What follows belongs to an exercise in optimizing a design on an open flow for small area; a production flow would make more cautious choices. At most, simulation tests tie the RTL to the original design; equivalence was not proved. No activity file was given, so power comes from the tool's default toggle rates.

job 4708:
// udp_echo_top
module udp_echo_top (
    input  logic        clk,
    input  logic        reset,
    input  logic        miso,
    output logic        sck,
    output logic        mosi,
    output logic        ssel_n,
    input  logic [63:0] tx_data,
    output logic [63:0] rx_data,
    output logic        pkg_timeout
);
Settings: LEC_CHECK=0, CAP_MARGIN=20, CORE_MARGIN=2, CORE_UTILIZATION=40, SLEW_MARGIN=20; clock period 5.0 ns.
standard.sh (not shown) runs the stock make flow with config.mk's settings and CLKGATE_MAP_FILE= SYNTH_SCRIPT=/design/flow/synth_recipe.tcl, a recipe that flattens the netlist after the stock synthesis.
==> flow/flow/run.sh <==
#!/bin/bash
# Own layout flow: the standard flow (standard.sh) with an area-oriented ABC
# script, a clock tree without dummy loads, and small port buffers.
set -euo pipefail
WORK=$(pwd)
# A copy of ORFS's scripts whose only change is the ABC mapping script
rm -rf "$WORK/scripts_mod"
cp -r "$FLOW_HOME/scripts" "$WORK/scripts_mod"
cp "$WORK/flow/abc.script" "$WORK/scripts_mod/abc_speed.script"
export SCRIPTS_DIR="$WORK/scripts_mod"
export CTS_ARGS="-sink_clustering_enable -repair_clock_nets -dont_use_dummy_load -buf_list sky130_fd_sc_hd__clkbuf_2 -sink_clustering_size 10"
export BUFFER_PORTS_ARGS="-buffer_cell sky130_fd_sc_hd__buf_1"
bash standard.sh > "$WORK/standard_flow.log" 2>&1
==> flow/flow/abc.script <==
strash
&get -n
&fraig -x
&put
scorr
dc2
strash
&get -n
&deepsyn -T 60
&dch -f
&nf -R 1000
&put
--- input diff job 4708..job 8092 ---
diff --git a/flow/flow/run.sh b/flow/flow/run.sh
--- a/flow/flow/run.sh
+++ b/flow/flow/run.sh
@@ -9,5 +9,5 @@
 cp "$WORK/flow/abc.script" "$WORK/scripts_mod/abc_speed.script"
 export SCRIPTS_DIR="$WORK/scripts_mod"
-export CTS_ARGS="-sink_clustering_enable -repair_clock_nets -dont_use_dummy_load -buf_list sky130_fd_sc_hd__clkbuf_2 -sink_clustering_size 10"
+export CTS_ARGS="-sink_clustering_enable -repair_clock_nets -dont_use_dummy_load -buf_list sky130_fd_sc_hd__clkbuf_8 -sink_clustering_size 12 -sink_clustering_max_diameter 60"
 export BUFFER_PORTS_ARGS="-buffer_cell sky130_fd_sc_hd__buf_1"
 bash standard.sh > "$WORK/standard_flow.log" 2>&1
Job 4708 reached the end of the flow, and the finished layout is clean on the timing, design-rule and antenna checks.
The final layout from job 8092, which completed every stage, passed the timing, design-rule and antenna checks at the end of the flow.
Area growth from synthesis to layout: job 8092 higher than job 4708
Diff job 4708 -> job 8092 | sequential cell area share | decrease of 0.17 points
In the flow results for job 4708 and job 8092, the maximum vdd drop is larger on job 8092.
Min data arrival at the endpoint of the critical path across job 4708 and job 8092: job 8092
Delta (job 8092 minus job 4708): quantity of gates resized following cts shows a reduction of 4, placed instance area shows no meaningful change, final setup slack of the worst path shows an increase of 0.11 ns, power shows an increase of about 2%, final design instance area without fill shows no meaningful change.
Input-level comparison between job 5175 and job 8092:
- SLEW_MARGIN changed from 20 to 0
- CAP_MARGIN changed from 20 to 0
Comparing job 5175 against job 8092, there is no change at all in number of cells on the worst reg-to-reg path.
The final-report hold violation count on job 5175 is in line with that on job 8092.
Reported for job 5175 and job 8092, area of all placed cells without fillers turned out identical to the last digit.
First-pass GRT wire length came out exactly the same in job 5175 and job 8092.
#### Input delta (job 9303 over job 5175)
- CAP_MARGIN now 20, was 0
- SLEW_MARGIN now 20, was 0
diff --git a/flow/flow/run.sh b/flow/flow/run.sh
--- a/flow/flow/run.sh
+++ b/flow/flow/run.sh
@@ -9,5 +9,5 @@
 cp "$WORK/flow/abc.script" "$WORK/scripts_mod/abc_speed.script"
 export SCRIPTS_DIR="$WORK/scripts_mod"
-export CTS_ARGS="-sink_clustering_enable -repair_clock_nets -dont_use_dummy_load -buf_list sky130_fd_sc_hd__clkbuf_8 -sink_clustering_size 12 -sink_clustering_max_diameter 60"
+export CTS_ARGS="-sink_clustering_enable -repair_clock_nets -dont_use_dummy_load -buf_list sky130_fd_sc_hd__clkbuf_8 -sink_clustering_size 16 -sink_clustering_max_diameter 80"
 export BUFFER_PORTS_ARGS="-buffer_cell sky130_fd_sc_hd__buf_1"
 bash standard.sh > "$WORK/standard_flow.log" 2>&1
Findings:
- Result for job 5175 and job 9303: all clean
- NOTE: multi-input gate share of total cell area in job 9303 exceeds that of job 5175
- Job 9303 vs job 5175 — post-route worst setup slack dropped 0.090 ns.
- Delta (job 9303 minus job 5175): final instance count without filler cells lost 0.43%; utilization lost 0.34 points; count of clock-buffer cells in the layout lost 6; detailed-route wire length neither gained nor lost much.
No run of this note included a check of the RTL's function; only the layout flow was run.

========
Setup of tundra:
Another version of the RTL of udp_echo_top (not shown whole).
For scale: roughly 1200 cells after synthesis, roughly 230 flip-flops, about 140 I/O pins, ~0.011 mm2 of cells after synthesis.
clock: 5.0 ns
lec_check: 0
cap_margin: 20
core_margin: 2
core_utilization: 40
slew_margin: 20
==> flow/flow/run.sh <==
#!/bin/bash
# Own layout flow: the standard flow (standard.sh) with an area-oriented ABC
# script, a clock tree without dummy loads, and small port buffers.
set -euo pipefail
WORK=$(pwd)
# A copy of ORFS's scripts whose only change is the ABC mapping script
rm -rf "$WORK/scripts_mod"
cp -r "$FLOW_HOME/scripts" "$WORK/scripts_mod"
cp "$WORK/flow/abc.script" "$WORK/scripts_mod/abc_speed.script"
export SCRIPTS_DIR="$WORK/scripts_mod"
export CTS_ARGS="-sink_clustering_enable -repair_clock_nets -dont_use_dummy_load -buf_list sky130_fd_sc_hd__clkbuf_4"
export BUFFER_PORTS_ARGS="-buffer_cell sky130_fd_sc_hd__buf_1"
bash standard.sh > "$WORK/standard_flow.log" 2>&1
==> flow/flow/abc.script <==
strash
&get -n
&fraig -x
&put
scorr
dc2
strash
&get -n
&dch -f
&nf -R 1000
&put
Input changes introduced in pepper (baseline for comparison: tundra):
-- flow/flow/run.sh --
<<< tundra, line 10
export SCRIPTS_DIR="$WORK/scripts_mod"
export CTS_ARGS="-sink_clustering_enable -repair_clock_nets -dont_use_dummy_load -buf_list sky130_fd_sc_hd__clkbuf_4"
export BUFFER_PORTS_ARGS="-buffer_cell sky130_fd_sc_hd__buf_1"
bash standard.sh > "$WORK/standard_flow.log" 2>&1
>>> pepper, line 10
export SCRIPTS_DIR="$WORK/scripts_mod"


bash standard.sh > "$WORK/standard_flow.log" 2>&1
[summary]
The final total power in pepper is 1.18 times that in tundra.
Changes observed in pepper relative to tundra: smallest hold slack higher, largest net degree at the start of global routing now larger.
diff inputs: pepper => violet
Settings: CTS_BUF_LIST: unset -> sky130_fd_sc_hd__clkbuf_4.
==> flow/run.sh (new file) <==
#!/bin/bash
# synth_recipe.tcl (not shown) runs the flow's synth.tcl, then flattens the netlist and writes it again
# the make line also repeats each setting of config.mk as NAME=value (left out here)
make -C /OpenROAD-flow-scripts/flow DESIGN_CONFIG=/design/flow/config.mk WORK_HOME=/design/flow/orfs CLKGATE_MAP_FILE= SYNTH_SCRIPT=/design/flow/synth_recipe.tcl finish
removed: flow/flow/run.sh
removed: flow/flow/abc.script
removed: flow/standard.sh
Results
[compare] base=pepper new=violet: global-route wire length before repair neither gained nor lost much; maximum cell stage delay along the critical path increased 0.10 ns.
Diff pepper and violet: simple logic cell fraction of the synthesized area higher in pepper
Minimum clock period after layout ended up 0.33 ns higher on violet than on pepper.
violet reached the end of the flow, and the finished layout is clean on the timing, design-rule and antenna checks.
Comparing pepper and violet, the lower fraction of synthesized cell area in xor and xnor cells is on pepper.
Note that the peak supply drop recorded for violet amounts to 0.67 times the value seen in pepper.
Cmp pepper and violet / synthesized area / lower: pepper
Summary of violet over pepper: non-clock buffer instance count of the final layout decreased about 1.3%; clock buffer instance count of the final layout increased 70.
The inputs of willow differ from those of violet as listed below.
Settings: a deleted CTS_BUF_LIST that had been sky130_fd_sc_hd__clkbuf_4.
==> flow/flow/run.sh (new file) <==
#!/bin/bash
# Own layout flow: the standard flow (standard.sh) with an area-oriented ABC
# script, a clock tree without dummy loads, and small port buffers.
set -euo pipefail
WORK=$(pwd)
# A copy of ORFS's scripts whose only change is the ABC mapping script
rm -rf "$WORK/scripts_mod"
cp -r "$FLOW_HOME/scripts" "$WORK/scripts_mod"
cp "$WORK/flow/abc.script" "$WORK/scripts_mod/abc_speed.script"
export SCRIPTS_DIR="$WORK/scripts_mod"
export CTS_ARGS="-sink_clustering_enable -repair_clock_nets -dont_use_dummy_load -buf_list sky130_fd_sc_hd__clkbuf_8 -sink_clustering_size 12 -sink_clustering_max_diameter 60"
export BUFFER_PORTS_ARGS="-buffer_cell sky130_fd_sc_hd__buf_1"
bash standard.sh > "$WORK/standard_flow.log" 2>&1
==> flow/flow/abc.script (new file) <==
strash
&get -n
&fraig -x
&put
scorr
dc2
strash
&get -n
&dch -f
&nf -R 1000
&put
==> flow/standard.sh (new file) <==
#!/bin/bash
# synth_recipe.tcl (not shown) runs the flow's synth.tcl, then flattens the netlist and writes it again
# the make line also repeats each setting of config.mk as NAME=value (left out here)
make -C /OpenROAD-flow-scripts/flow DESIGN_CONFIG=/design/flow/config.mk WORK_HOME=/design/flow/orfs CLKGATE_MAP_FILE= SYNTH_SCRIPT=/design/flow/synth_recipe.tcl "${@:-finish}"
removed: flow/run.sh
==> comparison <==
willow against violet: total half-perimeter wirelength after legalization and detailed placement lost 4.4%; cell count after placement picked up an extra 47.
Relative to violet, the final cell area reported for willow is lower.
Comparing first-pass GRT wire length for willow and violet, the smaller number came from willow.
In willow, the non-filler instance count after layout came out 48 below the value in violet.
Route | willow vs violet | wire shorter in willow
Clock tree cell share of total cell area (lower): willow
Diff violet -> willow: maximum clock skew at final layout fell by 0.018 ns; number of gates on the worst path with buffers counted higher; worst setup slack after layout moved up; largest net degree at the start of global routing now larger.

==> re-timing with driven ports <==
Ports are ideal in the flow. The routed layouts listed here were re-timed in OpenROAD.
Step 1 sets driving cells, clkbuf_16 on the clock port and buf_2 on the other inputs (assumed; they add their load-dependent delay and slew).
Step 2 times the ports against the registers' clock, not the clock port: input delays grow and output delays shrink by t, the midpoint of the rising clock arrivals with the driver on.
a / b / c = no drivers / after step 1 / after step 2; a / b = the first two.
run | t, ns | setup slack, ns | worst setup path at the end
job 4708 | 0.831 | 0.273 / 0.231 / 1.062 | register to output
job 8092 | 0.577 | 0.381 / 0.334 / 0.911 | register to output
job 5175 | 0.577 | 0.381 / 0.334 / 0.911 | register to output
job 9303 | 0.562 | 0.291 / 0.243 / 0.805 | register to output
tundra | 0.701 | 0.219 / 0.177 / 0.878 | register to output
pepper | 0.575 | 0.533 / 0.488 / 0.939 | register to register
violet | 0.700 | 0.205 / 0.163 / 0.863 | register to output
willow | 0.593 | 0.277 / 0.229 / 0.822 | register to output
After both steps setup and hold are still met in every run listed.
